What follows belongs to an exercise in optimizing a design on an open flow for small area; a production flow would make more cautious choices. Only simulation tests tie the RTL to the original design; equivalence was not proved. The flow treats the clock pin as an ideal source, which a real chip does not have.

## before
// game_core
module game_core #(
  parameter int n_pipes     = geom_pkg::max_pipes,
  parameter int n_goodies   = geom_pkg::max_goodies,
  parameter int move_period = 1000,
  parameter int win_score   = game_pkg::default_win_score
) (
  input  logic        slower_clk,
  input  logic        reset,
  input  logic        btn_up,
  input  logic        btn_down,
  input  logic        btn_left,
  input  logic        btn_right,
  input  logic        start,
  output logic [10:0] player_x,
  output logic [9:0]  player_y,
  output logic [3:0]  score,
  output logic        collided,
  output logic [1:0]  state
);
Settings: LEC_CHECK=0, CAP_MARGIN=20, CORE_MARGIN=2, CORE_UTILIZATION=40, SLEW_MARGIN=20; clock period 10.0 ns.
standard.sh (not shown) runs the stock make flow with config.mk's settings and CLKGATE_MAP_FILE= SYNTH_SCRIPT=/design/flow/synth_recipe.tcl, a recipe that flattens the netlist after the stock synthesis.
==> flow/flow/run.sh <==
#!/bin/bash
# Own layout flow: the standard flow, with
#  - synthesis mapped by ABC with an area script and no separate full/half
#    adder extraction (the registers and their cells are unchanged);
#  - clock tree synthesis without dummy loads.
# Each step's full output goes to a log file in the work folder.
set -euo pipefail
W=$(pwd)
sed "s|@ABC@|$W/flow/area.abc|" flow/synth.tcl.in > "$W/own_synth.tcl"
bash standard.sh SYNTH_SCRIPT="$W/own_synth.tcl" ADDER_MAP_FILE= synth > "$W/own_synth.log" 2>&1
bash standard.sh "CTS_ARGS=-sink_clustering_enable -repair_clock_nets -dont_use_dummy_load" finish > "$W/own_layout.log" 2>&1
==> flow/flow/area.abc <==
strash
dc2
dch -f
amap
strash
dc2
dch -f
amap
==> flow/flow/synth.tcl.in <==
# The standard flow's synthesis (synth_recipe.tcl) with ABC given an area-oriented script
proc synth {args} { yosys synth -nofsm -noshare {*}$args }
proc abc {args} {
  set i [lsearch -exact $args -script]
  if {$i >= 0} { set args [lreplace $args [expr {$i + 1}] [expr {$i + 1}] {@ABC@}] }
  yosys abc {*}$args
}
source $::env(SCRIPTS_DIR)/synth.tcl
# left out here: clear keep_hierarchy, flatten, clean up, hide names made inside functions, write 1_2_yosys.v
Looking at the reports, before completed the entire flow and the layout it produced met the timing, design-rule and antenna checks.
Input-level comparison between after and before:
-- flow/flow/run.sh --
<<< before, line 5
#  - clock tree synthesis without dummy loads.
>>> after, line 5
#  - clock tree synthesis without dummy loads, with smaller clock buffers
#    and larger sink clusters;
#  - the port buffers (every input and output still gets one) made with the
#    smallest buffer cell.
<<< before, line 11
bash standard.sh "CTS_ARGS=-sink_clustering_enable -repair_clock_nets -dont_use_dummy_load" finish > "$W/own_layout.log" 2>&1
>>> after, line 14
bash standard.sh \
  "CTS_ARGS=-sink_clustering_enable -repair_clock_nets -dont_use_dummy_load -buf_list sky130_fd_sc_hd__clkbuf_8 -sink_clustering_size 30 -sink_clustering_max_diameter 100" \
  "BUFFER_PORTS_ARGS=-buffer_cell sky130_fd_sc_hd__buf_1" \
  finish > "$W/own_layout.log" 2>&1
## What came out
No run among after and before stopped early or left any final violation; all are clean. after vs. before: worst reg2reg path depth went up by 2. Measured against each other, after and before differ in minimum clock period after layout, the higher figure coming from before. Comparing before against after, there is no change at all in die area. after reports its launch point of the critical path as u_player.ky[6] while before reports btn_up. Going from before to after, the growth of design area from synthesis to finish was found to have gone down by 4.7 points.

---

game_core, a different RTL version from the one above (not shown whole).
For scale: about 160 flip-flops, roughly 35 I/O pins, ~0.0079 sq mm of cells after synthesis.
clock: 10.0 ns
lec_check: 0
cap_margin: 20
core_margin: 2
core_utilization: 70
slew_margin: 20
==> flow/flow/run.sh <==
#!/bin/bash
# Own layout flow: the standard flow, with
#  - synthesis mapped by ABC with an area script and no separate full/half
#    adder extraction (the registers and their cells are unchanged);
#  - clock tree synthesis without dummy loads, with smaller clock buffers
#    and larger sink clusters;
#  - the port buffers (every input and output still gets one) made with the
#    smallest buffer cell.
# Each step's full output goes to a log file in the work folder.
set -euo pipefail
W=$(pwd)
sed "s|@ABC@|$W/flow/area.abc|" flow/synth.tcl.in > "$W/own_synth.tcl"
bash standard.sh SYNTH_SCRIPT="$W/own_synth.tcl" ADDER_MAP_FILE= synth > "$W/own_synth.log" 2>&1
bash standard.sh \
  "CTS_ARGS=-sink_clustering_enable -repair_clock_nets -dont_use_dummy_load -buf_list sky130_fd_sc_hd__clkbuf_8 -sink_clustering_size 30 -sink_clustering_max_diameter 100" \
  "BUFFER_PORTS_ARGS=-buffer_cell sky130_fd_sc_hd__buf_1" \
  finish > "$W/own_layout.log" 2>&1
Scripts as last shown in full above: flow/flow/area.abc, flow/flow/synth.tcl.in
Then changed:
--- a/flow/flow/run.sh
+++ b/flow/flow/run.sh
@@ -1,5 +1,6 @@
 #!/bin/bash
 # Own layout flow: the standard flow, with
-#  - synthesis mapped by ABC with an area script and no separate full/half
+#  - synthesis mapped by ABC with an area script (SAT-based deep synthesis,
+#    then area mapping) and no separate full/half
 #    adder extraction (the registers and their cells are unchanged);
 #  - clock tree synthesis without dummy loads, with smaller clock buffers
==> flow/flow/area.abc (replaced) <==
strash
&get -n
&deepsyn -T 120
&put
dch -f
amap
strash
&get -n
&deepsyn -T 120
&put
dch -f
amap
Result: The changed run went through all stages and came out clean; clock-buffer cell count does not change; synthesized cell count goes down by a few percent; setup slack degrades by 0.17 ns.

---

Setup of cedar:
Another version of the RTL of game_core (not shown whole).
Size: ~980 cells after synthesis, about 120 flip-flops, ~35 I/O pins.
==> flow/design.v (excerpt) <==
module game_core #(
  parameter int n_pipes     = geom_pkg::max_pipes,
  parameter int n_goodies   = geom_pkg::max_goodies,
  parameter int move_period = 1000,
  parameter int win_score   = game_pkg::default_win_score
) (
  input  logic        slower_clk,
  input  logic        reset,
  input  logic        btn_up,
  input  logic        btn_down,
  input  logic        btn_left,
  input  logic        btn_right,
  input  logic        start,
  output logic [10:0] player_x,
  output logic [9:0]  player_y,
  output logic [3:0]  score,
  output logic        collided,
  output logic [1:0]  state
);
export LEC_CHECK = 0
export CAP_MARGIN = 20
export CORE_MARGIN = 2
export CORE_UTILIZATION = 70
export SLEW_MARGIN = 20
create_clock -name core_clock -period 10.0 [get_ports {slower_clk}]
==> flow/flow/run.sh <==
#!/bin/bash
# Own layout flow: the standard flow, with
#  - synthesis mapped by ABC with an area script (SAT-based deep synthesis,
#    then area mapping) and no separate full/half adder extraction; the
#    registers (names, count, cells) are checked against the standard
#    synthesis, and the standard synthesis is used if they differ;
#  - clock tree synthesis without dummy loads, with small clock buffers, of
#    which flow/post_cts.tcl then upsizes those whose output slew is high;
#  - the port buffers (every input and output still gets one) made with the
#    smallest buffer cell.
# Each step's full output goes to a log file in the work folder.
set -euo pipefail
W=$(pwd)
RES=$W/orfs/results/$FLOW_PLATFORM/game_core/base
regs() { grep -oE '^ *sky130_fd_sc_hd__[a-z0-9_]*df[a-z0-9_]* +[^ ]+' "$1" | sed 's/_[0-9]* / /' | awk '{print $1, $2}' | sort; }

# Reference: the standard (hierarchical) synthesis, in its own folder
bash standard.sh WORK_HOME="$W/ref" SYNTH_HIERARCHICAL=1 synth > "$W/ref_synth.log" 2>&1
regs "$W/ref/results/$FLOW_PLATFORM/game_core/base/1_2_yosys.v" > "$W/regs_ref.txt"

sed "s|@ABC@|$W/flow/area.abc|" flow/synth.tcl.in > "$W/own_synth.tcl"
bash standard.sh SYNTH_SCRIPT="$W/own_synth.tcl" ADDER_MAP_FILE= synth > "$W/own_synth.log" 2>&1
regs "$RES/1_2_yosys.v" > "$W/regs_own.txt"
if ! cmp -s "$W/regs_ref.txt" "$W/regs_own.txt" || [[ ! -s "$W/regs_ref.txt" ]]; then
  echo "own synthesis registers differ from the standard synthesis; using the standard synthesis" | tee "$W/own_synth_fallback.txt"
  rm -rf "$W/orfs"
  bash standard.sh synth > "$W/std_synth.log" 2>&1
fi

bash standard.sh \
  "CTS_ARGS=-sink_clustering_enable -repair_clock_nets -dont_use_dummy_load -buf_list sky130_fd_sc_hd__clkbuf_4 -root_buf sky130_fd_sc_hd__clkbuf_8" \
  "POST_CTS_TCL=$W/flow/post_cts.tcl" \
  "BUFFER_PORTS_ARGS=-buffer_cell sky130_fd_sc_hd__buf_1" \
  finish > "$W/own_layout.log" 2>&1
==> flow/flow/area.abc <==
strash
&get -n
&deepsyn -T 120
&put
dch -f
amap
strash
&get -n
&deepsyn -T 120
&put
dch -f
amap
Scripts as last shown in full above: flow/flow/synth.tcl.in
Other scripts of this flow, unchanged in this note and not shown: flow/flow/post_cts.tcl
cedar: flow completed, timing, DRC and antenna clean
> inputs changed (cedar -> oak)
-- flow/flow/area.abc --
<<< cedar, line 13
>>> oak, line 13
strash
&get -n
&deepsyn -T 120
&put
dch -f
amap
strash
&get -n
&deepsyn -T 120
&put
dch -f
amap
Notes after the runs:
- oak and cedar ended up with roughly the same design area.
- Highest clock rate, cedar and oak, lower one = cedar.
- | via count | oak vs cedar | 29 lower |

static timing again, ports no longer ideal:
Ports are ideal in the flow. The routed layouts listed here were re-timed in OpenROAD. Step 1 sets driving cells, clkbuf_16 on the clock port and buf_2 on the other inputs (assumed; they add their load-dependent delay and slew). Step 2 moves the port delays by t, midway between the first and last clock arrival at a register: inputs arrive t later, outputs are due t later. That takes back most of the time a late clock gives input paths. Slacks: no drivers / after step 1 / after step 2; pairs: no drivers / after step 1.
run	t (ns)	setup slack, ns	clock arrival spread, ns	slew at the worst register clock pin (ns)	pins driven straight from the clock port
before	0.458	4.311 / 4.333 / 3.875	0.025 / 0.024	0.07 / 0.07	1
after	0.499	4.555 / 4.555 / 4.186	0.046 / 0.046	0.11 / 0.11	1
the first run of note 2	0.488	4.549 / 4.549 / 4.082	0.028 / 0.028	0.09 / 0.09	1
the second run of note 2	0.490	4.383 / 4.402 / 3.912	0.024 / 0.024	0.08 / 0.08	1
cedar	0.393	3.397 / 3.397 / 3.397	0.033 / 0.032	0.10 / 0.10	1
oak	0.391	3.636 / 3.636 / 3.636	0.034 / 0.034	0.10 / 0.10	1
After both steps every run listed still meets setup and hold. The setup slack of the second run of note 2, which loses most, moves by +0.019 ns with the drivers and by -0.471 ns with both steps.
